Source: an optimization exercise on an open RTL-to-GDS flow (aim: small area, a short achievable clock period and few clock cycles per item). Production flows keep margins and buffers that such runs may drop.
At most, simulation tests tie the RTL to the original design; equivalence was not proved.
Power and IR drop assume default switching activity.

// round_robin_sleep_scheduler_unit
module round_robin_sleep_scheduler_unit (
  input  logic                clk_i,
  input  logic                rst_ni,
  input  logic                start,
  input  logic [17:0]         item_i,
  output logic                busy,
  input  logic                cfg_we_i,
  input  logic [7:0]          cfg_wdata_i,
  output logic                done_o,
  output logic [8:0]          result_o
);
==> flow/config.mk <==
export PLATFORM = sky130hd
export DESIGN_NAME = round_robin_sleep_scheduler_unit
export DESIGN_NICKNAME = round_robin_sleep_scheduler_unit
export VERILOG_FILES = /design/flow/design.v
export SDC_FILE = /design/flow/constraint.sdc
export NUM_CORES = 4
export LEC_CHECK = 0
export CAP_MARGIN = 20
export CORE_MARGIN = 2
export CORE_UTILIZATION = 50
export SETUP_SLACK_MARGIN = 5
export SLEW_MARGIN = 20
==> flow/constraint.sdc <==
create_clock -name core_clock -period 8.0 [get_ports {clk_i}]
set_input_delay 1.6000 -clock core_clock [delete_from_list [all_inputs] [get_ports {clk_i}]]
set_output_delay 1.6000 -clock core_clock [all_outputs]
set_load 0.01 [all_outputs]
run.sh (not shown) runs the stock make flow with config.mk's settings and CLKGATE_MAP_FILE= SYNTH_SCRIPT=/design/flow/synth_recipe.tcl, a recipe that flattens the netlist after the stock synthesis.
==> next run, changes <==
--- a/flow/design.v
+++ b/flow/design.v
@@ -31,13 +31,13 @@
 endmodule
 module rrss_datapath (
   input  logic [15:0]     blk_i,
   input  logic [15:0]     rdy_i,
   input  logic [16*16-1:0] wake_i,
   input  logic [15:0]     step_i,
-  input  logic [15:0]     ticks_i,       
+  input  logic [15:0]     ticks_i,
   input  logic            k2_i,
   input  logic [3:0]      last_i,
   input  logic [15:0]     above_i,
   input  logic [7:0]      slice_i,
   input  logic [7:0]      ts_i,
   output logic [15:0]     cd_blk_o,      
@@ -56,40 +56,14 @@
   output logic [15:0]     wake_new_o,
   output logic [7:0]      slice_inc_o
 );
   localparam int N = rrss_pkg::NUM_SLOTS;
   logic [N-1:0] due, cand, cand_hi, pre_hi, pre_all, first_hi, first_all, dead, pre_dead;
   logic         any_hi;
-  logic [15:0] inc_c, add_g, add_p, add_c;
-  always_comb begin
-    logic [15:0] g, p, g_n, p_n;
-    p = step_i;
-    for (int d = 1; d < 16; d = d * 2) begin
-      p_n = p;
-      for (int i = d; i < 16; i++) p_n[i] = p[i] & p[i-d];
-      p = p_n;
-    end
-    inc_c = {p[14:0], 1'b1};
-    g = step_i & ticks_i;
-    p = step_i ^ ticks_i;
-    add_p = p;
-    for (int d = 1; d < 16; d = d * 2) begin
-      g_n = g;
-      p_n = p;
-      for (int i = d; i < 16; i++) begin
-        g_n[i] = g[i] | (p[i] & g[i-d]);
-        p_n[i] = p[i] & p[i-d];
-      end
-      g = g_n;
-      p = p_n;
-    end
-    add_g = g;
-    add_c = {add_g[14:0], 1'b0};
-  end
-  assign step_inc_o  = step_i ^ inc_c;
-  assign wake_new_o  = add_p ^ add_c;
+  assign step_inc_o  = step_i + 16'd1;
+  assign wake_new_o  = step_i + ticks_i - 16'd2;
   assign slice_inc_o = slice_i + 8'd1;
   assign ne_o        = (slice_i != ts_i);
   always_comb begin
     for (int i = 0; i < N; i++) begin
       last_oh_o[i] = (last_i == 4'(i));
       cur_oh_o[i]  = ~above_i[i] & ((i == N-1) | above_i[(i+1) % N]);
@@ -231,13 +205,13 @@
           rdy_q[0] <= ~(sleep | tick) ? 1'b0 : 1'b1;
         end
       end
     end
   end
   always_ff @(posedge clk_i) begin
-    ticks_q <= item_i[15:0] - 16'd2;
+    ticks_q <= item_i[15:0];
     k2_q    <= (item_i[15:0] == 16'd2);
     for (int i = 0; i < N; i++) begin
       if (last_oh[i]) wake_q[16*i +: 16] <= wake_new;
     end
   end
   always_ff @(posedge clk_i or negedge rst_ni) begin
Outcome: The changed run went through all stages and came out clean; total power increases by about 12%; core utilization fell by 1.3 points; final area went down by about 1.1%; worst setup slack improves by 0.32 ns; worst hold slack improves by 0.061 ns; cell count increases by about 1.8%; count of clock-buffer cells in the layout went down by 13; combinational power is higher by 31%; flip-flop and latch count does not change; die area goes up by about 1.7%.
Testbench counts after the change, summed over its fixed seeds: cycles 8,000, items 8,000.
No functional check of the RTL was part of the first run of this note.

-- afterwards: timing with drivers on the ports --
The results above use ideal ports. As a check the final layouts listed here were re-extracted and re-timed, cells and wires unchanged. Step 1, drivers: a clkbuf_16 drives clk_i and a buf_2 each remaining input, both assumed. Step 2, shift: input delay + t, output delay - t, t = (earliest + latest rising clock arrival at the registers) / 2. This alone moves slack from input paths to output paths. Three values: no drivers, after step 1, after step 2; two values: the first two.
| run | t, ns | setup WS [ns] | worst setup path at the end | clock arrival spread, ns | slew at the worst register clock pin (ns) |
|---|---|---|---|---|---|
| the first run | 0.586 | 4.737 / 4.751 / 4.165 | input to register | 0.019 / 0.020 | 0.06 / 0.06 |
| the second run | 0.579 | 5.057 / 5.075 / 4.496 | input to register | 0.025 / 0.025 | 0.06 / 0.06 |
After both steps every run listed still meets setup and hold. The setup slack of the first run, which loses most, moves by +0.014 ns with the drivers and by -0.572 ns with both steps.
